Context: an optimization exercise on an open-source flow, tuned for small area, a short achievable clock period and few clock cycles per item. The choices shown serve that exercise and are no tape-out recipe.
Where RTL was checked, it was by simulation tests only, not by an equivalence proof against the original.
Only the layout flow was run in run 2; the RTL was not checked for function there.
No activity file was given, so power comes from the tool's default toggle rates.

==> flow/design.v (outline; a module is shown in full before it is edited, if it fits) <==
// module booth_csa_tree: 644 lines
// module booth_cpa: 494 lines
// module booth_fa: 4 lines
// module booth_ha: 4 lines
// module booth_or2: 3 lines
// module booth_xnor: 3 lines
// module booth_maj: 3 lines
// module booth_xor2: 3 lines
// module booth_nand2: 3 lines
// module booth_nor2: 3 lines
// module booth_inv: 3 lines
// module booth_aoi21: 3 lines
// module booth_oai21: 3 lines
// module booth_pp_accumulator: 64 lines
module booth_pp_accumulator
(
    input  logic                            Clk,
    input  logic                            Reset,
    input  logic                            In_Valid,
    output logic                            In_Ready,
    input  logic [booth_acc_pkg::PP_W-1:0]  PP0,
    input  logic [booth_acc_pkg::PP_W-1:0]  PP1,
    input  logic [booth_acc_pkg::PP_W-1:0]  PP2,
    input  logic [booth_acc_pkg::PP_W-1:0]  PP3,
    input  logic [booth_acc_pkg::PP_W-1:0]  PP4,
    input  logic [booth_acc_pkg::PP_W-1:0]  PP5,
    input  logic [booth_acc_pkg::PP_W-1:0]  PP6,
    input  logic [booth_acc_pkg::PP_W-1:0]  PP7,
    input  logic [booth_acc_pkg::PP_W-1:0]  PP8,
    input  logic [booth_acc_pkg::PP_W-1:0]  PP9,
    input  logic [booth_acc_pkg::PP_W-1:0]  PP10,
    input  logic [booth_acc_pkg::PP_W-1:0]  PP11,
    input  logic [booth_acc_pkg::PP_W-1:0]  PP12,
    input  logic [booth_acc_pkg::PP_W-1:0]  PP13,
    input  logic [booth_acc_pkg::PP_W-1:0]  PP14,
    input  logic [booth_acc_pkg::PP_W-1:0]  PP15,
    input  logic [31:0]                     PP16,
    input  logic [15:0]                     Error_Correction,
    output logic                            Out_Valid,
    input  logic                            Out_Ready,
    output logic [booth_acc_pkg::PROD_W-1:0] Product,
    output logic                            Busy
);
  // ...
==> flow/flow/run.sh <==
#!/bin/bash
# Own layout flow: the standard ORFS flow (standard.sh: its synthesis, floorplan,
# placement, CTS and routing), with two changes:
#  - the I/O port buffers that global placement inserts (one per input and output port,
#    as in the standard flow) are sky130_fd_sc_hd__buf_1 instead of the delay-cell buffer
#    buffer_ports picks by default;
#  - before floorplanning, gates that synthesis sized up are put back at their smallest
#    drive strength (flow/pre_floorplan.tcl); repair then sizes up what timing needs.
# Every tool's output goes to the ORFS logs under orfs/logs and to flow_run.log here.
set -euo pipefail
here=$(cd "$(dirname "$0")" && pwd)
export BUFFER_PORTS_ARGS="-buffer_cell sky130_fd_sc_hd__buf_1"
export PRE_FLOORPLAN_TCL="$here/pre_floorplan.tcl"
bash standard.sh finish > flow_run.log 2>&1
==> flow/flow/pre_floorplan.tcl <==
# Before floorplanning: put the one-cell modules' gates that synthesis sized up back at
# their smallest drive strength (same function); later repair sizes up what timing needs.
set db [ord::get_db]
set swaps {
  sky130_fd_sc_hd__maj3_2  sky130_fd_sc_hd__maj3_1
  sky130_fd_sc_hd__a21oi_2 sky130_fd_sc_hd__a21oi_1
}
set n 0
foreach inst [[ord::get_db_block] getInsts] {
  set name [[$inst getMaster] getName]
  if { [dict exists $swaps $name] } {
    $inst swapMaster [$db findMaster [dict get $swaps $name]]
    incr n
  }
}
puts "pre_floorplan: resized $n cells to the smallest drive strength"
==> flow/standard.sh <==
#!/bin/bash
# synth_recipe.tcl (not shown) runs the flow's synth.tcl, then flattens the netlist and writes it again
# the make line also repeats each setting of config.mk as NAME=value (left out here)
make -C /OpenROAD-flow-scripts/flow DESIGN_CONFIG=/design/flow/config.mk WORK_HOME=/design/flow/orfs CLKGATE_MAP_FILE= SYNTH_SCRIPT=/design/flow/synth_recipe.tcl "${@:-finish}"
==> flow/config.mk <==
export PLATFORM = sky130hd
export DESIGN_NAME = booth_pp_accumulator
export DESIGN_NICKNAME = booth_pp_accumulator
export VERILOG_FILES = /design/flow/design.v
export SDC_FILE = /design/flow/constraint.sdc
export NUM_CORES = 4
export LEC_CHECK = 0
export CAP_MARGIN = 20
export CORE_MARGIN = 2
export CORE_UTILIZATION = 40
export CTS_BUF_LIST = sky130_fd_sc_hd__clkbuf_4 sky130_fd_sc_hd__clkbuf_8
export SETUP_SLACK_MARGIN = 0.9
export SLEW_MARGIN = 20
export SYNTH_HIERARCHICAL = 1
export SYNTH_MINIMUM_KEEP_SIZE = 0
==> flow/constraint.sdc <==
create_clock -name core_clock -period 5.0 [get_ports {Clk}]
set_input_delay 1.0000 -clock core_clock [delete_from_list [all_inputs] [get_ports {Clk}]]
set_output_delay 1.0000 -clock core_clock [all_outputs]
set_load 0.01 [all_outputs]
==> results.py, run 1 <==
metrics = {
    "finish": {
        "seq_area_um2": 3050,
        "final_common_cell": "buf_1",
        "clockBufferCount": 10,
        "final_cell_mix": "662 x buf_1, 390 x fa_1, 113 x nor2_1",
        "drive_gt1_share_pct": 7.41,
        "antenna_cells": 3,
    },
    "power": {
        "total_power_uw": 12200,
        "leakagePower_uw": 0.00700,
        "seq-power_uw": 2380,
        "pg_comb_uw": 9290,
        "switching_power_uw": 6030,
    },
    "route": {
        "via_per_inst": 4.55,
        "top_layer": "met5",
        "ant_nets": 0,
    },
    "clock_tree": {
        "cts_htree_levels": 3,
        "ctsResizeCount": 5,
        "clk_latency_ps": 390,
    },
    "critical_path": {
        "cp_max_fo": 1,
        "startpoint_type": "input port",
        "rr_startpoint": "busy$_SDFF_PP0_",
        "r2r-end": "x_r[17]$_DFFE_PN_",
        "path_delay_family": "adder cells",
        "slowest_delay_ps": 570,
        "cp.depth": 8,
    },
    "placement": {
        "numPortBuffers": 662,
        "placed_area_um2": 19600,
    },
    "sta": {
        "rsz0062_at_grt": "true",
        "finalSetupTns_ps": 0,
    },
    "floorplanning": {
        "rows": 76,
        "tap_cells": 585,
    },
    "grt": {
        "track_usage_pct": 20.6,
        "antenna_found_initial": 4,
        "gr-max-usage-layer": "met2",
    },
    "hold_path": {
        "hold_start": "busy$_SDFF_PP0_",
    },
    "run_status": {
        "status": "complete, no violations",
    },
    "synth": {
        "yosys_warnings": 7,
    },
}
Testbench counts, summed over its fixed seeds: cycles 4,800, items 2,400.
==> inputs of run 2 (changes only) <==
--- a/flow/design.v
+++ b/flow/design.v
@@ -660,35 +660,32 @@
     wire a34, a35, a36, a37, a38, a39, a40, a41, a42, a43, a44, a45, a46, a47, a48, a49;
     wire a50, a51, a52, a53, a54, a55, a56, a57, a58, a59, a60, a61, a62, a63, a64, a65;
     wire a66, a67, a68, a69, a70, a71, a72, a73, a74, a75, a76, a77, a78, a79, a80, a81;
     wire a82, a83, a84, a85, a86, a87, a88, a89, a90, a91, a92, a93, a94, a95, a96, a97;
     wire a98, a99, a100, a101, a102, a103, a104, a105, a106, a107, a108, a109, a110, a111, a121, a123;
     wire a124, a125, a126, a127, a128, a129, a130, a131, a132, a133, a134, a135, a136, a137, a138, a139;
     wire a140, a141, a142, a143, a144, a145, a146, a147, a148, a149, a150, a151, a152, a153, a154, a155;
     wire a156, a157, a158, a159, a160, a161, a162, a163, a164, a165, a166, a167, a168, a169, a170, a171;
-    wire a172, a173, a174, a175, a176, a177, a178, a179, a180, a181, a182, a189, a191, a192, a193, a194;
-    wire a195, a196, a197, a198, a199, a200, a201, a202, a203, a204, a205, a206, a207, a208, a209, a210;
-    wire a211, a212, a213, a214, a215, a216, a217, a218, a219, a220, a221, a222, a223, a224, a225, a226;
-    wire a227, a228, a229, a230, a231, a232, a233, a234, a235, a236, a237, a238, a239, a240, a241, a242;
-    wire a243, a244, a245, a249, a250, a252, a254, a255, a256, a257, a258, a259, a260, a261, a262, a263;
-    wire a264, a265, a266, a267, a268, a269, a270, a271, a272, a273, a274, a275, a276, a277, a278, a279;
-    wire a280, a281, a282, a283, a284, a285, a286, a287, a288, a289, a290, a291, a292, a293, a294, a295;
-    wire a296, a297, a298, a299, a300, a304, a306, a307, a309, a311, a313, a314, a315, a316, a317, a318;
-    wire a319, a320, a321, a322, a323, a324, a325, a326, a327, a328, a329, a330, a331, a332, a333, a334;
-    wire a335, a336, a337, a338, a339, a340, a341, a342, a343, a344, a345, a346, a347, a348, a349, a350;
-    wire a353, a354, a355, a356, a357, a358, a359, a361, a363, a365, a367, a368, a369, a370, a371, a372;
-    wire a373, a374, a375, a376, a377, a378, a379, a380, a381, a382, a383, a384, a385, a386, a387, a388;
-    wire a391, a392, a393, a394, a395, a396, a397, a398, a399, a400, a401, a402, a403, a404, a405, a407;
-    wire a408, a409, a410, a411, a412, a413, a414, a415, a416, a417, a418, a419, a420, a421, a422, a423;
-    wire a424, a425, a426, a427, a428, a429, a430, a431, a432, a433, a434, a435, a436, a437, a438, a439;
-    wire a440, a441, a442, a443, a444, a445, a446, a447, a448, a449, a450, a451, a452, a453, a454, a455;
-    wire a456, a457, a458, a459, a460, a461, a462, a463, a464, a465, a466, a467, a468, a469, a470, a471;
-    wire a472, a473, a474, a475, a476, a477, a478, a479, a480, a481, a482, a483, a484, a485, a486, a487;
-    wire a488, a489, a490, a491, a492, a493, a494, a495, a496;
+    wire a172, a173, a174, a175, a176, a177, a178, a179, a180, a181, a182, a187, a189, a190, a191, a192;
+    wire a193, a194, a195, a196, a197, a198, a199, a200, a201, a202, a203, a204, a205, a206, a207, a208;
+    wire a209, a210, a211, a212, a213, a214, a215, a216, a217, a218, a219, a221, a223, a224, a225, a226;
+    wire a227, a228, a229, a230, a231, a232, a236, a237, a238, a239, a242, a243, a247, a248, a249, a250;
+    wire a251, a252, a253, a254, a255, a256, a257, a258, a259, a260, a261, a262, a263, a264, a265, a266;
+    wire a267, a268, a269, a270, a271, a272, a273, a274, a275, a276, a277, a278, a279, a280, a281, a282;
+    wire a283, a284, a285, a286, a287, a288, a289, a290, a291, a292, a293, a294, a295, a296, a297, a298;
+    wire a299, a300, a301, a302, a303, a304, a305, a306, a307, a308, a309, a310, a311, a312, a313, a314;
+    wire a315, a316, a317, a318, a319, a320, a321, a322, a323, a324, a325, a326, a327, a328, a329, a330;
+    wire a331, a332, a333, a334, a335, a336, a337, a338, a339, a340, a341, a342, a343, a344, a345, a346;
+    wire a347, a348, a349, a350, a351, a352, a353, a354, a355, a356, a357, a358, a359, a360, a361, a362;
+    wire a363, a364, a365, a366, a367, a368, a369, a370, a371, a372, a373, a374, a375, a376, a377, a378;
+    wire a379, a380, a381, a382, a383, a384, a385, a386, a387, a388, a389, a390, a391, a392, a393, a394;
+    wire a395, a396, a397, a398, a399, a400, a401, a402, a403, a404, a405, a406, a407, a408, a409, a410;
+    wire a411, a412, a413, a414, a415, a416, a417, a418, a419, a420, a421, a422, a423, a424, a425, a426;
+    wire a427, a428, a429, a430, a431, a432, a433, a434, a435, a436, a437, a438, a439;
     booth_xor2 u_a1 (.a(x[8]), .b(y[8]), .y(a1));
     booth_nand2 u_a2 (.a(x[8]), .b(y[8]), .y(a2));
     booth_xor2 u_a4 (.a(x[9]), .b(y[9]), .y(a4));
     booth_nand2 u_a5 (.a(x[9]), .b(y[9]), .y(a5));
     booth_nor2 u_a6 (.a(x[9]), .b(y[9]), .y(a6));
     booth_xor2 u_a7 (.a(x[13]), .b(y[13]), .y(a7));
     booth_nand2 u_a8 (.a(x[13]), .b(y[13]), .y(a8));
     booth_nor2 u_a9 (.a(x[13]), .b(y[13]), .y(a9));
@@ -850,303 +847,259 @@
     booth_nor2 u_a175 (.a(a174), .b(a104), .y(a175));
     booth_nor2 u_a176 (.a(a174), .b(a105), .y(a176));
     booth_inv u_a177 (.a(x[59]), .y(a177));
     booth_nor2 u_a178 (.a(a177), .b(a107), .y(a178));
     booth_nor2 u_a179 (.a(a177), .b(a108), .y(a179));
     booth_inv u_a180 (.a(x[61]), .y(a180));
     booth_inv u_a181 (.a(x[60]), .y(a181));
     booth_nor2 u_a182 (.a(a180), .b(a181), .y(a182));
-    booth_nand2 u_a189 (.a(a125), .b(a121), .y(a189));
-    booth_nand2 u_a191 (.a(a127), .b(a125), .y(a191));
-    booth_inv u_a192 (.a(a8), .y(a192));
-    booth_nand2 u_a193 (.a(a130), .b(a192), .y(a193));
-    booth_nand2 u_a194 (.a(a130), .b(a127), .y(a194));
-    booth_nand2 u_a195 (.a(a133), .b(a130), .y(a195));
-    booth_inv u_a196 (.a(a14), .y(a196));
-    booth_aoi21 u_a197 (.a1(a135), .a2(a132), .b1(a196), .y(a197));
-    booth_nand2 u_a198 (.a(a135), .b(a133), .y(a198));
-    booth_inv u_a199 (.a(a17), .y(a199));
-    booth_aoi21 u_a200 (.a1(a137), .a2(a196), .b1(a199), .y(a200));
-    booth_nand2 u_a201 (.a(a137), .b(a135), .y(a201));
-    booth_inv u_a202 (.a(a20), .y(a202));
-    booth_aoi21 u_a203 (.a1(a139), .a2(a199), .b1(a202), .y(a203));
-    booth_nand2 u_a204 (.a(a139), .b(a137), .y(a204));
-    booth_inv u_a205 (.a(a23), .y(a205));
-    booth_aoi21 u_a206 (.a1(a141), .a2(a202), .b1(a205), .y(a206));
-    booth_nand2 u_a207 (.a(a141), .b(a139), .y(a207));
-    booth_aoi21 u_a208 (.a1(a143), .a2(a205), .b1(a142), .y(a208));
-    booth_nand2 u_a209 (.a(a143), .b(a141), .y(a209));
-    booth_aoi21 u_a210 (.a1(a145), .a2(a142), .b1(a144), .y(a210));
-    booth_nand2 u_a211 (.a(a145), .b(a143), .y(a211));
-    booth_aoi21 u_a212 (.a1(a147), .a2(a144), .b1(a146), .y(a212));
-    booth_nand2 u_a213 (.a(a147), .b(a145), .y(a213));
-    booth_aoi21 u_a214 (.a1(a149), .a2(a146), .b1(a148), .y(a214));
-    booth_nand2 u_a215 (.a(a149), .b(a147), .y(a215));
-    booth_aoi21 u_a216 (.a1(a151), .a2(a148), .b1(a150), .y(a216));
-    booth_nand2 u_a217 (.a(a151), .b(a149), .y(a217));
-    booth_aoi21 u_a218 (.a1(a153), .a2(a150), .b1(a152), .y(a218));
-    booth_nand2 u_a219 (.a(a153), .b(a151), .y(a219));
-    booth_aoi21 u_a220 (.a1(a155), .a2(a152), .b1(a154), .y(a220));
-    booth_nand2 u_a221 (.a(a155), .b(a153), .y(a221));
-    booth_aoi21 u_a222 (.a1(a157), .a2(a154), .b1(a156), .y(a222));
-    booth_nand2 u_a223 (.a(a157), .b(a155), .y(a223));
-    booth_aoi21 u_a224 (.a1(a159), .a2(a156), .b1(a158), .y(a224));
-    booth_nand2 u_a225 (.a(a159), .b(a157), .y(a225));
-    booth_aoi21 u_a226 (.a1(a161), .a2(a158), .b1(a160), .y(a226));
-    booth_nand2 u_a227 (.a(a161), .b(a159), .y(a227));
-    booth_inv u_a228 (.a(a86), .y(a228));
-    booth_aoi21 u_a229 (.a1(a163), .a2(a160), .b1(a228), .y(a229));
-    booth_nand2 u_a230 (.a(a163), .b(a161), .y(a230));
-    booth_aoi21 u_a231 (.a1(a165), .a2(a228), .b1(a164), .y(a231));
-    booth_nand2 u_a232 (.a(a165), .b(a163), .y(a232));
-    booth_inv u_a233 (.a(a95), .y(a233));
-    booth_aoi21 u_a234 (.a1(a167), .a2(a164), .b1(a233), .y(a234));
-    booth_nand2 u_a235 (.a(a167), .b(a165), .y(a235));
-    booth_aoi21 u_a236 (.a1(a170), .a2(a233), .b1(a169), .y(a236));
-    booth_nand2 u_a237 (.a(a170), .b(a167), .y(a237));
-    booth_aoi21 u_a238 (.a1(a173), .a2(a169), .b1(a172), .y(a238));
-    booth_nand2 u_a239 (.a(a173), .b(a170), .y(a239));
-    booth_aoi21 u_a240 (.a1(a176), .a2(a172), .b1(a175), .y(a240));
-    booth_nand2 u_a241 (.a(a176), .b(a173), .y(a241));
-    booth_aoi21 u_a242 (.a1(a179), .a2(a175), .b1(a178), .y(a242));
-    booth_nand2 u_a243 (.a(a179), .b(a176), .y(a243));
-    booth_nand2 u_a244 (.a(a182), .b(a178), .y(a244));
-    booth_nand2 u_a245 (.a(a182), .b(a179), .y(a245));
-    booth_inv u_a249 (.a(a121), .y(a249));
-    booth_oai21 u_a250 (.a1(a191), .a2(a249), .b1(a8), .y(a250));
-    booth_oai21 u_a252 (.a1(a194), .a2(a189), .b1(a193), .y(a252));
-    booth_inv u_a254 (.a(a132), .y(a254));
-    booth_oai21 u_a255 (.a1(a195), .a2(a8), .b1(a254), .y(a255));
-    booth_nor2 u_a256 (.a(a195), .b(a191), .y(a256));
-    booth_oai21 u_a257 (.a1(a198), .a2(a193), .b1(a197), .y(a257));
-    booth_nor2 u_a258 (.a(a198), .b(a194), .y(a258));
-    booth_oai21 u_a259 (.a1(a201), .a2(a254), .b1(a200), .y(a259));
-    booth_nor2 u_a260 (.a(a201), .b(a195), .y(a260));
-    booth_oai21 u_a261 (.a1(a204), .a2(a197), .b1(a203), .y(a261));
-    booth_nor2 u_a262 (.a(a204), .b(a198), .y(a262));
-    booth_oai21 u_a263 (.a1(a207), .a2(a200), .b1(a206), .y(a263));
-    booth_nor2 u_a264 (.a(a207), .b(a201), .y(a264));
-    booth_oai21 u_a265 (.a1(a209), .a2(a203), .b1(a208), .y(a265));
-    booth_nor2 u_a266 (.a(a209), .b(a204), .y(a266));
-    booth_oai21 u_a267 (.a1(a211), .a2(a206), .b1(a210), .y(a267));
-    booth_nor2 u_a268 (.a(a211), .b(a207), .y(a268));
-    booth_oai21 u_a269 (.a1(a213), .a2(a208), .b1(a212), .y(a269));
-    booth_nor2 u_a270 (.a(a213), .b(a209), .y(a270));
-    booth_oai21 u_a271 (.a1(a215), .a2(a210), .b1(a214), .y(a271));
-    booth_nor2 u_a272 (.a(a215), .b(a211), .y(a272));
-    booth_oai21 u_a273 (.a1(a217), .a2(a212), .b1(a216), .y(a273));
-    booth_nor2 u_a274 (.a(a217), .b(a213), .y(a274));
-    booth_oai21 u_a275 (.a1(a219), .a2(a214), .b1(a218), .y(a275));
-    booth_nor2 u_a276 (.a(a219), .b(a215), .y(a276));
-    booth_oai21 u_a277 (.a1(a221), .a2(a216), .b1(a220), .y(a277));
-    booth_nor2 u_a278 (.a(a221), .b(a217), .y(a278));
-    booth_oai21 u_a279 (.a1(a223), .a2(a218), .b1(a222), .y(a279));
-    booth_nor2 u_a280 (.a(a223), .b(a219), .y(a280));
-    booth_oai21 u_a281 (.a1(a225), .a2(a220), .b1(a224), .y(a281));
-    booth_nor2 u_a282 (.a(a225), .b(a221), .y(a282));
-    booth_oai21 u_a283 (.a1(a227), .a2(a222), .b1(a226), .y(a283));
-    booth_nor2 u_a284 (.a(a227), .b(a223), .y(a284));
-    booth_oai21 u_a285 (.a1(a230), .a2(a224), .b1(a229), .y(a285));
-    booth_nor2 u_a286 (.a(a230), .b(a225), .y(a286));
-    booth_oai21 u_a287 (.a1(a232), .a2(a226), .b1(a231), .y(a287));
-    booth_nor2 u_a288 (.a(a232), .b(a227), .y(a288));
-    booth_oai21 u_a289 (.a1(a235), .a2(a229), .b1(a234), .y(a289));
-    booth_nor2 u_a290 (.a(a235), .b(a230), .y(a290));
-    booth_oai21 u_a291 (.a1(a237), .a2(a231), .b1(a236), .y(a291));
-    booth_nor2 u_a292 (.a(a237), .b(a232), .y(a292));
-    booth_oai21 u_a293 (.a1(a239), .a2(a234), .b1(a238), .y(a293));
-    booth_nor2 u_a294 (.a(a239), .b(a235), .y(a294));
-    booth_oai21 u_a295 (.a1(a241), .a2(a236), .b1(a240), .y(a295));
-    booth_nor2 u_a296 (.a(a241), .b(a237), .y(a296));
-    booth_oai21 u_a297 (.a1(a243), .a2(a238), .b1(a242), .y(a297));
-    booth_nor2 u_a298 (.a(a243), .b(a239), .y(a298));
-    booth_oai21 u_a299 (.a1(a245), .a2(a240), .b1(a244), .y(a299));
-    booth_nor2 u_a300 (.a(a245), .b(a241), .y(a300));
-    booth_aoi21 u_a304 (.a1(a256), .a2(a121), .b1(a255), .y(a304));
-    booth_inv u_a306 (.a(a189), .y(a306));
-    booth_aoi21 u_a307 (.a1(a258), .a2(a306), .b1(a257), .y(a307));
-    booth_aoi21 u_a309 (.a1(a260), .a2(a250), .b1(a259), .y(a309));
-    booth_aoi21 u_a311 (.a1(a262), .a2(a252), .b1(a261), .y(a311));
-    booth_aoi21 u_a313 (.a1(a264), .a2(a255), .b1(a263), .y(a313));
-    booth_nand2 u_a314 (.a(a264), .b(a256), .y(a314));
-    booth_aoi21 u_a315 (.a1(a266), .a2(a257), .b1(a265), .y(a315));
-    booth_nand2 u_a316 (.a(a266), .b(a258), .y(a316));
-    booth_aoi21 u_a317 (.a1(a268), .a2(a259), .b1(a267), .y(a317));
-    booth_nand2 u_a318 (.a(a268), .b(a260), .y(a318));
-    booth_aoi21 u_a319 (.a1(a270), .a2(a261), .b1(a269), .y(a319));
-    booth_nand2 u_a320 (.a(a270), .b(a262), .y(a320));
-    booth_aoi21 u_a321 (.a1(a272), .a2(a263), .b1(a271), .y(a321));
-    booth_nand2 u_a322 (.a(a272), .b(a264), .y(a322));
-    booth_aoi21 u_a323 (.a1(a274), .a2(a265), .b1(a273), .y(a323));
-    booth_nand2 u_a324 (.a(a274), .b(a266), .y(a324));
-    booth_aoi21 u_a325 (.a1(a276), .a2(a267), .b1(a275), .y(a325));
-    booth_nand2 u_a326 (.a(a276), .b(a268), .y(a326));
-    booth_aoi21 u_a327 (.a1(a278), .a2(a269), .b1(a277), .y(a327));
-    booth_nand2 u_a328 (.a(a278), .b(a270), .y(a328));
-    booth_aoi21 u_a329 (.a1(a280), .a2(a271), .b1(a279), .y(a329));
-    booth_nand2 u_a330 (.a(a280), .b(a272), .y(a330));
-    booth_aoi21 u_a331 (.a1(a282), .a2(a273), .b1(a281), .y(a331));
-    booth_nand2 u_a332 (.a(a282), .b(a274), .y(a332));
-    booth_aoi21 u_a333 (.a1(a284), .a2(a275), .b1(a283), .y(a333));
-    booth_nand2 u_a334 (.a(a284), .b(a276), .y(a334));
-    booth_aoi21 u_a335 (.a1(a286), .a2(a277), .b1(a285), .y(a335));
-    booth_nand2 u_a336 (.a(a286), .b(a278), .y(a336));
-    booth_aoi21 u_a337 (.a1(a288), .a2(a279), .b1(a287), .y(a337));
-    booth_nand2 u_a338 (.a(a288), .b(a280), .y(a338));
-    booth_aoi21 u_a339 (.a1(a290), .a2(a281), .b1(a289), .y(a339));
-    booth_nand2 u_a340 (.a(a290), .b(a282), .y(a340));
-    booth_aoi21 u_a341 (.a1(a292), .a2(a283), .b1(a291), .y(a341));
-    booth_nand2 u_a342 (.a(a292), .b(a284), .y(a342));
-    booth_aoi21 u_a343 (.a1(a294), .a2(a285), .b1(a293), .y(a343));
-    booth_nand2 u_a344 (.a(a294), .b(a286), .y(a344));
-    booth_aoi21 u_a345 (.a1(a296), .a2(a287), .b1(a295), .y(a345));
-    booth_nand2 u_a346 (.a(a296), .b(a288), .y(a346));
-    booth_aoi21 u_a347 (.a1(a298), .a2(a289), .b1(a297), .y(a347));
-    booth_nand2 u_a348 (.a(a298), .b(a290), .y(a348));
-    booth_aoi21 u_a349 (.a1(a300), .a2(a291), .b1(a299), .y(a349));
-    booth_nand2 u_a350 (.a(a300), .b(a292), .y(a350));
-    booth_oai21 u_a353 (.a1(a314), .a2(a249), .b1(a313), .y(a353));
-    booth_oai21 u_a354 (.a1(a316), .a2(a189), .b1(a315), .y(a354));
-    booth_inv u_a355 (.a(a250), .y(a355));
-    booth_oai21 u_a356 (.a1(a318), .a2(a355), .b1(a317), .y(a356));
-    booth_inv u_a357 (.a(a252), .y(a357));
-    booth_oai21 u_a358 (.a1(a320), .a2(a357), .b1(a319), .y(a358));
-    booth_oai21 u_a359 (.a1(a322), .a2(a304), .b1(a321), .y(a359));
-    booth_oai21 u_a361 (.a1(a324), .a2(a307), .b1(a323), .y(a361));
-    booth_oai21 u_a363 (.a1(a326), .a2(a309), .b1(a325), .y(a363));
-    booth_oai21 u_a365 (.a1(a328), .a2(a311), .b1(a327), .y(a365));
-    booth_oai21 u_a367 (.a1(a330), .a2(a313), .b1(a329), .y(a367));
-    booth_nor2 u_a368 (.a(a330), .b(a314), .y(a368));
-    booth_oai21 u_a369 (.a1(a332), .a2(a315), .b1(a331), .y(a369));
-    booth_nor2 u_a370 (.a(a332), .b(a316), .y(a370));
-    booth_oai21 u_a371 (.a1(a334), .a2(a317), .b1(a333), .y(a371));
-    booth_nor2 u_a372 (.a(a334), .b(a318), .y(a372));
-    booth_oai21 u_a373 (.a1(a336), .a2(a319), .b1(a335), .y(a373));
-    booth_nor2 u_a374 (.a(a336), .b(a320), .y(a374));
-    booth_oai21 u_a375 (.a1(a338), .a2(a321), .b1(a337), .y(a375));
-    booth_nor2 u_a376 (.a(a338), .b(a322), .y(a376));
-    booth_oai21 u_a377 (.a1(a340), .a2(a323), .b1(a339), .y(a377));
-    booth_nor2 u_a378 (.a(a340), .b(a324), .y(a378));
-    booth_oai21 u_a379 (.a1(a342), .a2(a325), .b1(a341), .y(a379));
-    booth_nor2 u_a380 (.a(a342), .b(a326), .y(a380));
-    booth_oai21 u_a381 (.a1(a344), .a2(a327), .b1(a343), .y(a381));
-    booth_nor2 u_a382 (.a(a344), .b(a328), .y(a382));
-    booth_oai21 u_a383 (.a1(a346), .a2(a329), .b1(a345), .y(a383));
-    booth_nor2 u_a384 (.a(a346), .b(a330), .y(a384));
-    booth_oai21 u_a385 (.a1(a348), .a2(a331), .b1(a347), .y(a385));
-    booth_nor2 u_a386 (.a(a348), .b(a332), .y(a386));
-    booth_oai21 u_a387 (.a1(a350), .a2(a333), .b1(a349), .y(a387));
-    booth_nor2 u_a388 (.a(a350), .b(a334), .y(a388));
-    booth_aoi21 u_a391 (.a1(a368), .a2(a121), .b1(a367), .y(a391));
-    booth_aoi21 u_a392 (.a1(a370), .a2(a306), .b1(a369), .y(a392));
-    booth_aoi21 u_a393 (.a1(a372), .a2(a250), .b1(a371), .y(a393));
-    booth_aoi21 u_a394 (.a1(a374), .a2(a252), .b1(a373), .y(a394));
-    booth_inv u_a395 (.a(a304), .y(a395));
-    booth_aoi21 u_a396 (.a1(a376), .a2(a395), .b1(a375), .y(a396));
-    booth_inv u_a397 (.a(a307), .y(a397));
-    booth_aoi21 u_a398 (.a1(a378), .a2(a397), .b1(a377), .y(a398));
-    booth_inv u_a399 (.a(a309), .y(a399));
-    booth_aoi21 u_a400 (.a1(a380), .a2(a399), .b1(a379), .y(a400));
-    booth_inv u_a401 (.a(a311), .y(a401));
-    booth_aoi21 u_a402 (.a1(a382), .a2(a401), .b1(a381), .y(a402));
-    booth_aoi21 u_a403 (.a1(a384), .a2(a353), .b1(a383), .y(a403));
-    booth_aoi21 u_a404 (.a1(a386), .a2(a354), .b1(a385), .y(a404));
-    booth_aoi21 u_a405 (.a1(a388), .a2(a356), .b1(a387), .y(a405));
-    booth_nor2 u_a407 (.a(a124), .b(a249), .y(a407));
-    booth_nor2 u_a408 (.a(a126), .b(a189), .y(a408));
-    booth_nor2 u_a409 (.a(a129), .b(a355), .y(a409));
-    booth_oai21 u_a410 (.a1(a12), .a2(a357), .b1(a11), .y(a410));
-    booth_nor2 u_a411 (.a(a134), .b(a304), .y(a411));
-    booth_nor2 u_a412 (.a(a136), .b(a307), .y(a412));
-    booth_nor2 u_a413 (.a(a138), .b(a309), .y(a413));
-    booth_nor2 u_a414 (.a(a140), .b(a311), .y(a414));
-    booth_inv u_a415 (.a(a353), .y(a415));
-    booth_oai21 u_a416 (.a1(a27), .a2(a415), .b1(a26), .y(a416));
-    booth_inv u_a417 (.a(a354), .y(a417));
-    booth_oai21 u_a418 (.a1(a33), .a2(a417), .b1(a32), .y(a418));
-    booth_inv u_a419 (.a(a356), .y(a419));
-    booth_oai21 u_a420 (.a1(a39), .a2(a419), .b1(a38), .y(a420));
-    booth_inv u_a421 (.a(a358), .y(a421));
-    booth_oai21 u_a422 (.a1(a45), .a2(a421), .b1(a44), .y(a422));
-    booth_inv u_a423 (.a(a359), .y(a423));
-    booth_oai21 u_a424 (.a1(a51), .a2(a423), .b1(a50), .y(a424));
-    booth_inv u_a425 (.a(a361), .y(a425));
-    booth_oai21 u_a426 (.a1(a57), .a2(a425), .b1(a56), .y(a426));
-    booth_inv u_a427 (.a(a363), .y(a427));
-    booth_oai21 u_a428 (.a1(a63), .a2(a427), .b1(a62), .y(a428));
-    booth_inv u_a429 (.a(a365), .y(a429));
-    booth_oai21 u_a430 (.a1(a69), .a2(a429), .b1(a68), .y(a430));
-    booth_oai21 u_a431 (.a1(a75), .a2(a391), .b1(a74), .y(a431));
-    booth_oai21 u_a432 (.a1(a81), .a2(a392), .b1(a80), .y(a432));
-    booth_nor2 u_a433 (.a(a162), .b(a393), .y(a433));
-    booth_oai21 u_a434 (.a1(a90), .a2(a394), .b1(a89), .y(a434));
-    booth_nor2 u_a435 (.a(a166), .b(a396), .y(a435));
-    booth_oai21 u_a436 (.a1(a99), .a2(a398), .b1(a98), .y(a436));
-    booth_oai21 u_a437 (.a1(a102), .a2(a400), .b1(a101), .y(a437));
-    booth_oai21 u_a438 (.a1(a105), .a2(a402), .b1(a104), .y(a438));
-    booth_oai21 u_a439 (.a1(a108), .a2(a403), .b1(a107), .y(a439));
-    booth_nor2 u_a440 (.a(a181), .b(a404), .y(a440));
-    booth_oai21 u_a441 (.a1(a111), .a2(a405), .b1(a110), .y(a441));
-    booth_xnor u_a442 (.a(a4), .b(a2), .y(a442));
-    booth_xor2 u_a443 (.a(x[10]), .b(a121), .y(a443));
-    booth_xor2 u_a444 (.a(x[11]), .b(a407), .y(a444));
-    booth_xnor u_a445 (.a(x[12]), .b(a189), .y(a445));
-    booth_xor2 u_a446 (.a(a7), .b(a408), .y(a446));
-    booth_xor2 u_a447 (.a(x[14]), .b(a250), .y(a447));
-    booth_xor2 u_a448 (.a(x[15]), .b(a409), .y(a448));
-    booth_xor2 u_a449 (.a(a10), .b(a252), .y(a449));
-    booth_xor2 u_a450 (.a(x[17]), .b(a410), .y(a450));
-    booth_xnor u_a451 (.a(x[18]), .b(a304), .y(a451));
-    booth_xor2 u_a452 (.a(a13), .b(a411), .y(a452));
-    booth_xnor u_a453 (.a(x[20]), .b(a307), .y(a453));
-    booth_xor2 u_a454 (.a(a16), .b(a412), .y(a454));
-    booth_xnor u_a455 (.a(x[22]), .b(a309), .y(a455));
-    booth_xor2 u_a456 (.a(a19), .b(a413), .y(a456));
-    booth_xnor u_a457 (.a(x[24]), .b(a311), .y(a457));
-    booth_xor2 u_a458 (.a(a22), .b(a414), .y(a458));
-    booth_xor2 u_a459 (.a(a25), .b(a353), .y(a459));
-    booth_xor2 u_a460 (.a(a28), .b(a416), .y(a460));
-    booth_xor2 u_a461 (.a(a31), .b(a354), .y(a461));
-    booth_xor2 u_a462 (.a(a34), .b(a418), .y(a462));
-    booth_xor2 u_a463 (.a(a37), .b(a356), .y(a463));
-    booth_xor2 u_a464 (.a(a40), .b(a420), .y(a464));
-    booth_xor2 u_a465 (.a(a43), .b(a358), .y(a465));
-    booth_xor2 u_a466 (.a(a46), .b(a422), .y(a466));
-    booth_xor2 u_a467 (.a(a49), .b(a359), .y(a467));
-    booth_xor2 u_a468 (.a(a52), .b(a424), .y(a468));
-    booth_xor2 u_a469 (.a(a55), .b(a361), .y(a469));
-    booth_xor2 u_a470 (.a(a58), .b(a426), .y(a470));
-    booth_xor2 u_a471 (.a(a61), .b(a363), .y(a471));
-    booth_xor2 u_a472 (.a(a64), .b(a428), .y(a472));
-    booth_xor2 u_a473 (.a(a67), .b(a365), .y(a473));
-    booth_xor2 u_a474 (.a(a70), .b(a430), .y(a474));
-    booth_xnor u_a475 (.a(a73), .b(a391), .y(a475));
-    booth_xor2 u_a476 (.a(a76), .b(a431), .y(a476));
-    booth_xnor u_a477 (.a(a79), .b(a392), .y(a477));
-    booth_xor2 u_a478 (.a(a82), .b(a432), .y(a478));
-    booth_xnor u_a479 (.a(x[46]), .b(a393), .y(a479));
-    booth_xor2 u_a480 (.a(a85), .b(a433), .y(a480));
-    booth_xnor u_a481 (.a(a88), .b(a394), .y(a481));
-    booth_xor2 u_a482 (.a(a91), .b(a434), .y(a482));
-    booth_xnor u_a483 (.a(x[50]), .b(a396), .y(a483));
-    booth_xor2 u_a484 (.a(a94), .b(a435), .y(a484));
-    booth_xnor u_a485 (.a(a97), .b(a398), .y(a485));
-    booth_xor2 u_a486 (.a(x[53]), .b(a436), .y(a486));
-    booth_xnor u_a487 (.a(a100), .b(a400), .y(a487));
-    booth_xor2 u_a488 (.a(x[55]), .b(a437), .y(a488));
-    booth_xnor u_a489 (.a(a103), .b(a402), .y(a489));
-    booth_xor2 u_a490 (.a(x[57]), .b(a438), .y(a490));
-    booth_xnor u_a491 (.a(a106), .b(a403), .y(a491));
-    booth_xor2 u_a492 (.a(x[59]), .b(a439), .y(a492));
-    booth_xnor u_a493 (.a(x[60]), .b(a404), .y(a493));
-    booth_xor2 u_a494 (.a(x[61]), .b(a440), .y(a494));
-    booth_xnor u_a495 (.a(a109), .b(a405), .y(a495));
-    booth_xor2 u_a496 (.a(x[63]), .b(a441), .y(a496));
-    assign s = {a496, a495, a494, a493, a492, a491, a490, a489, a488, a487, a486, a485, a484, a483, a482, a481, a480, a479, a478, a477, a476, a475, a474, a473, a472, a471, a470, a469, a468, a467, a466, a465, a464, a463, a462, a461, a460, a459, a458, a457, a456, a455, a454, a453, a452, a451, a450, a449, a448, a447, a446, a445, a444, a443, a442, a1, x[7], x[6], x[5], x[4], x[3], x[2], x[1], x[0]};
+    booth_nand2 u_a187 (.a(a125), .b(a121), .y(a187));
+    booth_inv u_a189 (.a(a8), .y(a189));
+    booth_nand2 u_a190 (.a(a130), .b(a189), .y(a190));
+    booth_nand2 u_a191 (.a(a130), .b(a127), .y(a191));
+    booth_inv u_a192 (.a(a14), .y(a192));
+    booth_aoi21 u_a193 (.a1(a135), .a2(a132), .b1(a192), .y(a193));
+    booth_nand2 u_a194 (.a(a135), .b(a133), .y(a194));
+    booth_inv u_a195 (.a(a17), .y(a195));
+    booth_inv u_a196 (.a(a20), .y(a196));
+    booth_aoi21 u_a197 (.a1(a139), .a2(a195), .b1(a196), .y(a197));
+    booth_nand2 u_a198 (.a(a139), .b(a137), .y(a198));
+    booth_inv u_a199 (.a(a23), .y(a199));
+    booth_aoi21 u_a200 (.a1(a143), .a2(a199), .b1(a142), .y(a200));
+    booth_nand2 u_a201 (.a(a143), .b(a141), .y(a201));
+    booth_aoi21 u_a202 (.a1(a147), .a2(a144), .b1(a146), .y(a202));
+    booth_nand2 u_a203 (.a(a147), .b(a145), .y(a203));
+    booth_aoi21 u_a204 (.a1(a151), .a2(a148), .b1(a150), .y(a204));
+    booth_nand2 u_a205 (.a(a151), .b(a149), .y(a205));
+    booth_aoi21 u_a206 (.a1(a155), .a2(a152), .b1(a154), .y(a206));
+    booth_nand2 u_a207 (.a(a155), .b(a153), .y(a207));
+    booth_aoi21 u_a208 (.a1(a159), .a2(a156), .b1(a158), .y(a208));
+    booth_nand2 u_a209 (.a(a159), .b(a157), .y(a209));
+    booth_inv u_a210 (.a(a86), .y(a210));
+    booth_aoi21 u_a211 (.a1(a163), .a2(a160), .b1(a210), .y(a211));
+    booth_nand2 u_a212 (.a(a163), .b(a161), .y(a212));
+    booth_inv u_a213 (.a(a95), .y(a213));
+    booth_aoi21 u_a214 (.a1(a167), .a2(a164), .b1(a213), .y(a214));
+    booth_nand2 u_a215 (.a(a167), .b(a165), .y(a215));
+    booth_aoi21 u_a216 (.a1(a173), .a2(a169), .b1(a172), .y(a216));
+    booth_nand2 u_a217 (.a(a173), .b(a170), .y(a217));
+    booth_aoi21 u_a218 (.a1(a179), .a2(a175), .b1(a178), .y(a218));
+    booth_nand2 u_a219 (.a(a179), .b(a176), .y(a219));
+    booth_oai21 u_a221 (.a1(a191), .a2(a187), .b1(a190), .y(a221));
+    booth_oai21 u_a223 (.a1(a198), .a2(a193), .b1(a197), .y(a223));
+    booth_nor2 u_a224 (.a(a198), .b(a194), .y(a224));
+    booth_oai21 u_a225 (.a1(a203), .a2(a200), .b1(a202), .y(a225));
+    booth_nor2 u_a226 (.a(a203), .b(a201), .y(a226));
+    booth_oai21 u_a227 (.a1(a207), .a2(a204), .b1(a206), .y(a227));
+    booth_nor2 u_a228 (.a(a207), .b(a205), .y(a228));
+    booth_oai21 u_a229 (.a1(a212), .a2(a208), .b1(a211), .y(a229));
+    booth_nor2 u_a230 (.a(a212), .b(a209), .y(a230));
+    booth_oai21 u_a231 (.a1(a217), .a2(a214), .b1(a216), .y(a231));
+    booth_nor2 u_a232 (.a(a217), .b(a215), .y(a232));
+    booth_aoi21 u_a236 (.a1(a226), .a2(a223), .b1(a225), .y(a236));
+    booth_nand2 u_a237 (.a(a226), .b(a224), .y(a237));
+    booth_aoi21 u_a238 (.a1(a230), .a2(a227), .b1(a229), .y(a238));
+    booth_nand2 u_a239 (.a(a230), .b(a228), .y(a239));
+    booth_inv u_a242 (.a(a221), .y(a242));
+    booth_oai21 u_a243 (.a1(a237), .a2(a242), .b1(a236), .y(a243));
+    booth_inv u_a247 (.a(a239), .y(a247));
+    booth_inv u_a248 (.a(a238), .y(a248));
+    booth_aoi21 u_a249 (.a1(a247), .a2(a243), .b1(a248), .y(a249));
+    booth_inv u_a250 (.a(a224), .y(a250));
+    booth_inv u_a251 (.a(a223), .y(a251));
+    booth_oai21 u_a252 (.a1(a250), .a2(a242), .b1(a251), .y(a252));
+    booth_inv u_a253 (.a(a228), .y(a253));
+    booth_inv u_a254 (.a(a243), .y(a254));
+    booth_inv u_a255 (.a(a227), .y(a255));
+    booth_oai21 u_a256 (.a1(a253), .a2(a254), .b1(a255), .y(a256));
+    booth_inv u_a257 (.a(a232), .y(a257));
+    booth_inv u_a258 (.a(a231), .y(a258));
+    booth_oai21 u_a259 (.a1(a257), .a2(a249), .b1(a258), .y(a259));
+    booth_inv u_a260 (.a(a194), .y(a260));
+    booth_inv u_a261 (.a(a193), .y(a261));
+    booth_aoi21 u_a262 (.a1(a260), .a2(a221), .b1(a261), .y(a262));
+    booth_inv u_a263 (.a(a201), .y(a263));
+    booth_inv u_a264 (.a(a200), .y(a264));
+    booth_aoi21 u_a265 (.a1(a263), .a2(a252), .b1(a264), .y(a265));
+    booth_inv u_a266 (.a(a205), .y(a266));
+    booth_inv u_a267 (.a(a204), .y(a267));
+    booth_aoi21 u_a268 (.a1(a266), .a2(a243), .b1(a267), .y(a268));
+    booth_inv u_a269 (.a(a209), .y(a269));
+    booth_inv u_a270 (.a(a208), .y(a270));
+    booth_aoi21 u_a271 (.a1(a269), .a2(a256), .b1(a270), .y(a271));
+    booth_inv u_a272 (.a(a215), .y(a272));
+    booth_inv u_a273 (.a(a249), .y(a273));
+    booth_inv u_a274 (.a(a214), .y(a274));
+    booth_aoi21 u_a275 (.a1(a272), .a2(a273), .b1(a274), .y(a275));
+    booth_inv u_a276 (.a(a219), .y(a276));
+    booth_inv u_a277 (.a(a218), .y(a277));
+    booth_aoi21 u_a278 (.a1(a276), .a2(a259), .b1(a277), .y(a278));
+    booth_inv u_a279 (.a(a127), .y(a279));
+    booth_oai21 u_a280 (.a1(a279), .a2(a187), .b1(a8), .y(a280));
+    booth_inv u_a281 (.a(a133), .y(a281));
+    booth_inv u_a282 (.a(a132), .y(a282));
+    booth_oai21 u_a283 (.a1(a281), .a2(a242), .b1(a282), .y(a283));
+    booth_inv u_a284 (.a(a137), .y(a284));
+    booth_oai21 u_a285 (.a1(a284), .a2(a262), .b1(a17), .y(a285));
+    booth_inv u_a286 (.a(a141), .y(a286));
+    booth_inv u_a287 (.a(a252), .y(a287));
+    booth_oai21 u_a288 (.a1(a286), .a2(a287), .b1(a23), .y(a288));
+    booth_inv u_a289 (.a(a145), .y(a289));
+    booth_inv u_a290 (.a(a144), .y(a290));
+    booth_oai21 u_a291 (.a1(a289), .a2(a265), .b1(a290), .y(a291));
+    booth_inv u_a292 (.a(a149), .y(a292));
+    booth_inv u_a293 (.a(a148), .y(a293));
+    booth_oai21 u_a294 (.a1(a292), .a2(a254), .b1(a293), .y(a294));
+    booth_inv u_a295 (.a(a153), .y(a295));
+    booth_inv u_a296 (.a(a152), .y(a296));
+    booth_oai21 u_a297 (.a1(a295), .a2(a268), .b1(a296), .y(a297));
+    booth_inv u_a298 (.a(a157), .y(a298));
+    booth_inv u_a299 (.a(a256), .y(a299));
+    booth_inv u_a300 (.a(a156), .y(a300));
+    booth_oai21 u_a301 (.a1(a298), .a2(a299), .b1(a300), .y(a301));
+    booth_inv u_a302 (.a(a161), .y(a302));
+    booth_inv u_a303 (.a(a160), .y(a303));
+    booth_oai21 u_a304 (.a1(a302), .a2(a271), .b1(a303), .y(a304));
+    booth_inv u_a305 (.a(a165), .y(a305));
+    booth_inv u_a306 (.a(a164), .y(a306));
+    booth_oai21 u_a307 (.a1(a305), .a2(a249), .b1(a306), .y(a307));
+    booth_inv u_a308 (.a(a170), .y(a308));
+    booth_inv u_a309 (.a(a169), .y(a309));
+    booth_oai21 u_a310 (.a1(a308), .a2(a275), .b1(a309), .y(a310));
+    booth_inv u_a311 (.a(a176), .y(a311));
+    booth_inv u_a312 (.a(a259), .y(a312));
+    booth_inv u_a313 (.a(a175), .y(a313));
+    booth_oai21 u_a314 (.a1(a311), .a2(a312), .b1(a313), .y(a314));
+    booth_inv u_a315 (.a(a182), .y(a315));
+    booth_nor2 u_a316 (.a(a315), .b(a278), .y(a316));
+    booth_nand2 u_a317 (.a(x[10]), .b(a121), .y(a317));
+    booth_inv u_a318 (.a(a187), .y(a318));
+    booth_nand2 u_a319 (.a(x[12]), .b(a318), .y(a319));
+    booth_nand2 u_a320 (.a(x[14]), .b(a280), .y(a320));
+    booth_inv u_a321 (.a(a12), .y(a321));
+    booth_inv u_a322 (.a(a11), .y(a322));
+    booth_aoi21 u_a323 (.a1(a321), .a2(a221), .b1(a322), .y(a323));
+    booth_nand2 u_a324 (.a(x[18]), .b(a283), .y(a324));
+    booth_inv u_a325 (.a(a262), .y(a325));
+    booth_nand2 u_a326 (.a(x[20]), .b(a325), .y(a326));
+    booth_nand2 u_a327 (.a(x[22]), .b(a285), .y(a327));
+    booth_nand2 u_a328 (.a(x[24]), .b(a252), .y(a328));
+    booth_inv u_a329 (.a(a27), .y(a329));
+    booth_inv u_a330 (.a(a26), .y(a330));
+    booth_aoi21 u_a331 (.a1(a329), .a2(a288), .b1(a330), .y(a331));
+    booth_inv u_a332 (.a(a33), .y(a332));
+    booth_inv u_a333 (.a(a265), .y(a333));
+    booth_inv u_a334 (.a(a32), .y(a334));
+    booth_aoi21 u_a335 (.a1(a332), .a2(a333), .b1(a334), .y(a335));
+    booth_inv u_a336 (.a(a39), .y(a336));
+    booth_inv u_a337 (.a(a38), .y(a337));
+    booth_aoi21 u_a338 (.a1(a336), .a2(a291), .b1(a337), .y(a338));
+    booth_inv u_a339 (.a(a45), .y(a339));
+    booth_inv u_a340 (.a(a44), .y(a340));
+    booth_aoi21 u_a341 (.a1(a339), .a2(a243), .b1(a340), .y(a341));
+    booth_inv u_a342 (.a(a51), .y(a342));
+    booth_inv u_a343 (.a(a50), .y(a343));
+    booth_aoi21 u_a344 (.a1(a342), .a2(a294), .b1(a343), .y(a344));
+    booth_inv u_a345 (.a(a57), .y(a345));
+    booth_inv u_a346 (.a(a268), .y(a346));
+    booth_inv u_a347 (.a(a56), .y(a347));
+    booth_aoi21 u_a348 (.a1(a345), .a2(a346), .b1(a347), .y(a348));
+    booth_inv u_a349 (.a(a63), .y(a349));
+    booth_inv u_a350 (.a(a62), .y(a350));
+    booth_aoi21 u_a351 (.a1(a349), .a2(a297), .b1(a350), .y(a351));
+    booth_inv u_a352 (.a(a69), .y(a352));
+    booth_inv u_a353 (.a(a68), .y(a353));
+    booth_aoi21 u_a354 (.a1(a352), .a2(a256), .b1(a353), .y(a354));
+    booth_inv u_a355 (.a(a75), .y(a355));
+    booth_inv u_a356 (.a(a74), .y(a356));
+    booth_aoi21 u_a357 (.a1(a355), .a2(a301), .b1(a356), .y(a357));
+    booth_inv u_a358 (.a(a81), .y(a358));
+    booth_inv u_a359 (.a(a271), .y(a359));
+    booth_inv u_a360 (.a(a80), .y(a360));
+    booth_aoi21 u_a361 (.a1(a358), .a2(a359), .b1(a360), .y(a361));
+    booth_nand2 u_a362 (.a(x[46]), .b(a304), .y(a362));
+    booth_inv u_a363 (.a(a90), .y(a363));
+    booth_inv u_a364 (.a(a89), .y(a364));
+    booth_aoi21 u_a365 (.a1(a363), .a2(a273), .b1(a364), .y(a365));
+    booth_nand2 u_a366 (.a(x[50]), .b(a307), .y(a366));
+    booth_inv u_a367 (.a(a99), .y(a367));
+    booth_inv u_a368 (.a(a275), .y(a368));
+    booth_inv u_a369 (.a(a98), .y(a369));
+    booth_aoi21 u_a370 (.a1(a367), .a2(a368), .b1(a369), .y(a370));
+    booth_inv u_a371 (.a(a102), .y(a371));
+    booth_inv u_a372 (.a(a101), .y(a372));
+    booth_aoi21 u_a373 (.a1(a371), .a2(a310), .b1(a372), .y(a373));
+    booth_inv u_a374 (.a(a105), .y(a374));
+    booth_inv u_a375 (.a(a104), .y(a375));
+    booth_aoi21 u_a376 (.a1(a374), .a2(a259), .b1(a375), .y(a376));
+    booth_inv u_a377 (.a(a108), .y(a377));
+    booth_inv u_a378 (.a(a107), .y(a378));
+    booth_aoi21 u_a379 (.a1(a377), .a2(a314), .b1(a378), .y(a379));
+    booth_inv u_a380 (.a(a278), .y(a380));
+    booth_nand2 u_a381 (.a(x[60]), .b(a380), .y(a381));
+    booth_inv u_a382 (.a(a111), .y(a382));
+    booth_inv u_a383 (.a(a110), .y(a383));
+    booth_aoi21 u_a384 (.a1(a382), .a2(a316), .b1(a383), .y(a384));
+    booth_xnor u_a385 (.a(a4), .b(a2), .y(a385));
+    booth_xor2 u_a386 (.a(x[10]), .b(a121), .y(a386));
+    booth_xnor u_a387 (.a(x[11]), .b(a317), .y(a387));
+    booth_xnor u_a388 (.a(x[12]), .b(a187), .y(a388));
+    booth_xnor u_a389 (.a(a7), .b(a319), .y(a389));
+    booth_xor2 u_a390 (.a(x[14]), .b(a280), .y(a390));
+    booth_xnor u_a391 (.a(x[15]), .b(a320), .y(a391));
+    booth_xor2 u_a392 (.a(a10), .b(a221), .y(a392));
+    booth_xnor u_a393 (.a(x[17]), .b(a323), .y(a393));
+    booth_xor2 u_a394 (.a(x[18]), .b(a283), .y(a394));
+    booth_xnor u_a395 (.a(a13), .b(a324), .y(a395));
+    booth_xnor u_a396 (.a(x[20]), .b(a262), .y(a396));
+    booth_xnor u_a397 (.a(a16), .b(a326), .y(a397));
+    booth_xor2 u_a398 (.a(x[22]), .b(a285), .y(a398));
+    booth_xnor u_a399 (.a(a19), .b(a327), .y(a399));
+    booth_xor2 u_a400 (.a(x[24]), .b(a252), .y(a400));
+    booth_xnor u_a401 (.a(a22), .b(a328), .y(a401));
+    booth_xor2 u_a402 (.a(a25), .b(a288), .y(a402));
+    booth_xnor u_a403 (.a(a28), .b(a331), .y(a403));
+    booth_xnor u_a404 (.a(a31), .b(a265), .y(a404));
+    booth_xnor u_a405 (.a(a34), .b(a335), .y(a405));
+    booth_xor2 u_a406 (.a(a37), .b(a291), .y(a406));
+    booth_xnor u_a407 (.a(a40), .b(a338), .y(a407));
+    booth_xor2 u_a408 (.a(a43), .b(a243), .y(a408));
+    booth_xnor u_a409 (.a(a46), .b(a341), .y(a409));
+    booth_xor2 u_a410 (.a(a49), .b(a294), .y(a410));
+    booth_xnor u_a411 (.a(a52), .b(a344), .y(a411));
+    booth_xnor u_a412 (.a(a55), .b(a268), .y(a412));
+    booth_xnor u_a413 (.a(a58), .b(a348), .y(a413));
+    booth_xor2 u_a414 (.a(a61), .b(a297), .y(a414));
+    booth_xnor u_a415 (.a(a64), .b(a351), .y(a415));
+    booth_xor2 u_a416 (.a(a67), .b(a256), .y(a416));
+    booth_xnor u_a417 (.a(a70), .b(a354), .y(a417));
+    booth_xor2 u_a418 (.a(a73), .b(a301), .y(a418));
+    booth_xnor u_a419 (.a(a76), .b(a357), .y(a419));
+    booth_xnor u_a420 (.a(a79), .b(a271), .y(a420));
+    booth_xnor u_a421 (.a(a82), .b(a361), .y(a421));
+    booth_xor2 u_a422 (.a(x[46]), .b(a304), .y(a422));
+    booth_xnor u_a423 (.a(a85), .b(a362), .y(a423));
+    booth_xnor u_a424 (.a(a88), .b(a249), .y(a424));
+    booth_xnor u_a425 (.a(a91), .b(a365), .y(a425));
+    booth_xor2 u_a426 (.a(x[50]), .b(a307), .y(a426));
+    booth_xnor u_a427 (.a(a94), .b(a366), .y(a427));
+    booth_xnor u_a428 (.a(a97), .b(a275), .y(a428));
+    booth_xnor u_a429 (.a(x[53]), .b(a370), .y(a429));
+    booth_xor2 u_a430 (.a(a100), .b(a310), .y(a430));
+    booth_xnor u_a431 (.a(x[55]), .b(a373), .y(a431));
+    booth_xor2 u_a432 (.a(a103), .b(a259), .y(a432));
+    booth_xnor u_a433 (.a(x[57]), .b(a376), .y(a433));
+    booth_xor2 u_a434 (.a(a106), .b(a314), .y(a434));
+    booth_xnor u_a435 (.a(x[59]), .b(a379), .y(a435));
+    booth_xnor u_a436 (.a(x[60]), .b(a278), .y(a436));
+    booth_xnor u_a437 (.a(x[61]), .b(a381), .y(a437));
+    booth_xor2 u_a438 (.a(a109), .b(a316), .y(a438));
+    booth_xnor u_a439 (.a(x[63]), .b(a384), .y(a439));
+    assign s = {a439, a438, a437, a436, a435, a434, a433, a432, a431, a430, a429, a428, a427, a426, a425, a424, a423, a422, a421, a420, a419, a418, a417, a416, a415, a414, a413, a412, a411, a410, a409, a408, a407, a406, a405, a404, a403, a402, a401, a400, a399, a398, a397, a396, a395, a394, a393, a392, a391, a390, a389, a388, a387, a386, a385, a1, x[7], x[6], x[5], x[4], x[3], x[2], x[1], x[0]};
 endmodule
 module booth_fa (input logic a, input logic b, input logic c, output logic s, output logic co);
     assign s  = a ^ b ^ c;
     assign co = (a & b) | (a & c) | (b & c);
 endmodule
 module booth_ha (input logic a, input logic b, output logic s, output logic co);
     assign s  = a ^ b;
     assign co = a & b;
==> results.py, run 2 <==
metrics = {
    "grt": {
        "track_usage_pct": 21.1,
        "grt_pass1_wl_mm": 67.3,
        "grt.overflow.total": 0,
        "grt_pass1_vias": 12419,
        "grt_max_degree": 56,
        "antenna_found_initial": 15,
    },
    "critical_path": {
        "crit_chain": "buf_1 -> fa_1 -> fa_1 -> fa_1 -> fa_1 -> fa_1 -> ha_4 -> fa_2",
        "startpoint_type": "input port",
        "required_ps": 5140,
        "cp_max_fo": 1,
        "critical-path-slowest-cell": "fa_1",
        "crit_arrival_ps": 4180,
        "slowest_delay_ps": 570,
        "cp-end-kind": "register",
        "crit_type": "in -> reg",
        "cp_common_cell": "fa_1",
        "path_delay_family": "adder cells",
        "path_buf_inv": 1,
    },
    "clock_tree": {
        "cts-buffers-inserted": 9,
        "postCtsHoldBufs": 0,
        "cts_htree_levels": 3,
        "cts_root_buffer": "clkbuf_8",
        "tritoncts": "built",
        "clock_path_buffers": 2,
        "cts_sinks": 102,
        "path_clk_slew_ps": 100,
        "clk_latency_ps": 400,
    },
    "synth": {
        "synth.avg_cell_area_um2": 13.5,
        "syn_inst": 1265,
        "yosys_warnings": 7,
        "synthesis.nets": 2393,
        "synth_area_um2": 17000,
    },
    "sta": {
        "worstMarginPinSlew_ps": 706,
        "period_share_pct": 80.7,
        "finalSetupTns_ps": 0,
        "setup_viol": 0,
        "rsz0062_at_grt": "true",
        "finClkSkew_ps": 11.8,
        "max_freq_ghz": 0.248,
        "relSlewSlack_pct": 52.9,
        "hold_violations": 0,
        "fin_ws_ps": 963,
        "slew_viol_final": 0,
        "final.min_clock_period_ps": 4040,
    },
    "route": {
        "drt_iter0_markers": 376,
        "ant_nets": 0,
        "vias": 10504,
        "wire_per_inst_um": 19.5,
        "via_per_inst": 4.49,
        "routed_wl_mm": 45.7,
        "drtPass1Iterations": 6,
        "drc": 0,
    },
    "finish": {
        "drive_gt1_share_pct": 9.03,
        "fin_nets": 2906,
        "fillers": 3858,
        "utilization_pct": 47.0,
        "design_area_um2": 19800,
        "final_cell_mix": "654 x buf_1, 390 x fa_1, 126 x inv_1",
        "area_growth_pct": 15.9,
        "regMostFlops": "x_r",
        "final_common_cell": "buf_1",
        "largestRegisters": "x_r x64, y_r x37, busy x1",
        "largest_reg_flops": 64,
    },
    "power": {
        "p_per_area_nw_per_um2": 611,
        "irDropWorstVdd_v": 0.000304,
        "leakagePower_uw": 0.00733,
        "total_power_uw": 12100,
    },
    "placement": {
        "gp_congestion": 0.952,
        "dp_hpwl_mm": 43.7,
        "pre_cts_slack_ps": 518,
        "numPortBuffers": 662,
        "placed_area_um2": 19300,
    },
    "hold_path": {
        "hp-class": "reg -> reg",
    },
    "job": {
        "drv_cap": 0,
    },
    "floorplanning": {
        "start_util_pct": 40.5,
        "die_area_um2": 44300,
        "io_pins": 663,
        "rows": 75,
        "core_um2": 42000,
        "die_w_um": 210,
        "die_h_um": 210,
    },
    "run_status": {
        "status": "complete, no violations",
    },
}
==> run 2: final cells by class <==
| class | count | area (µm²) | share of cell area, % |
|---|---|---|---|
| well taps | 539 | 674 | 3.41 |
| multi-input cells | 866 | 12700 | 64.3 |
| flip-flops and latches | 102 | 3050 | 15.5 |
| diodes | 17 | 42.5 | 0.215 |
| repair buffers | 668 | 2550 | 12.9 |
| clock inverters | 6 | 116 | 0.589 |
| clock buffers | 10 | 131 | 0.665 |
| inverters | 131 | 494 | 2.50 |
==> run 2: path summary, 6_finish.rpt <==
| path | startpoint | endpoint | slack [ps] | cells past startpoint |
|---|---|---|---|---|
| worst min register to register | busy$_SDFF_PP0_ | busy$_SDFF_PP0_ | 750 | 2 |
| worst min-delay path | busy$_SDFF_PP0_ | busy$_SDFF_PP0_ | 750 | 2 |
| worst max-delay path | PP0[21] | y_r[25]$_DFFE_PN_ | 960 | 8 |
| worst max register to register | busy$_SDFF_PP0_ | y_r[42]$_DFFE_PN_ | 2930 | 2 |
==> run 2: stage by stage <==
step | instances | hold WS [ps]
6_report | 2339 | 749
5_1_grt | 2334 | 783
4_1_cts | 2319 | 749
3_5_place_dp | 2302 | 734
3_3_place_gp | 2302 | 750
2_1_floorplan | 1265 | 560
==> run 2: timing repair <==
action | CTS | global route
setup buffers | 1 | 3
endpoints found under the setup margin | 32 | 20
pin swaps | 3 | 8
resized for setup | 11 | 24
==> run 2: routing by layer <==
metal	part of all wire, %	GRT usage, %	wire (µm)
met1	38	24.7	17500
met5	0.22	1.45	101
met2	52	37.8	24000
met3	6.8	5.41	3110
met4	2.1	6.46	981
==> run 2: worst reg2reg max path: cells and delay by family, from the launching register on <==
family | cells | cell delay (ps)
buffers and inverters | 2 | 1210
flip-flops | 1 | 440
==> run 2: report_power, final <==
part	switching [µW]	internal, µW	total [µW]
combinational	5100	3930	9040
sequential	340	2040	2380
clock	304	343	647

## static timing again, ports no longer ideal
Ports are ideal in the flow. The routed layouts listed here were re-timed in OpenROAD.
Step 1 assumes that a clkbuf_16 drives the clock port and a buf_2 every other input.
Step 2 also shifts input and output timing later by t, the mid clock arrival at the registers, as if the neighbouring blocks saw the same clock.
Three values: ideal, step 1, step 2; two values: the first two.
run	t, ns	setup WS [ns]	hold WS [ns]	worst setup path at the end	slew at the worst register clock pin (ns)
run 1	0.423	1.006 / 1.027 / 0.604	0.662 / 0.662 / 0.662	input to register	0.11 / 0.11
run 2	0.429	0.963 / 0.980 / 0.551	0.749 / 0.749 / 0.749	input to register	0.11 / 0.11
After both steps setup and hold are still met in every run listed. The setup slack of run 2, which loses most, moves by +0.017 ns with the drivers and by -0.412 ns with both steps.
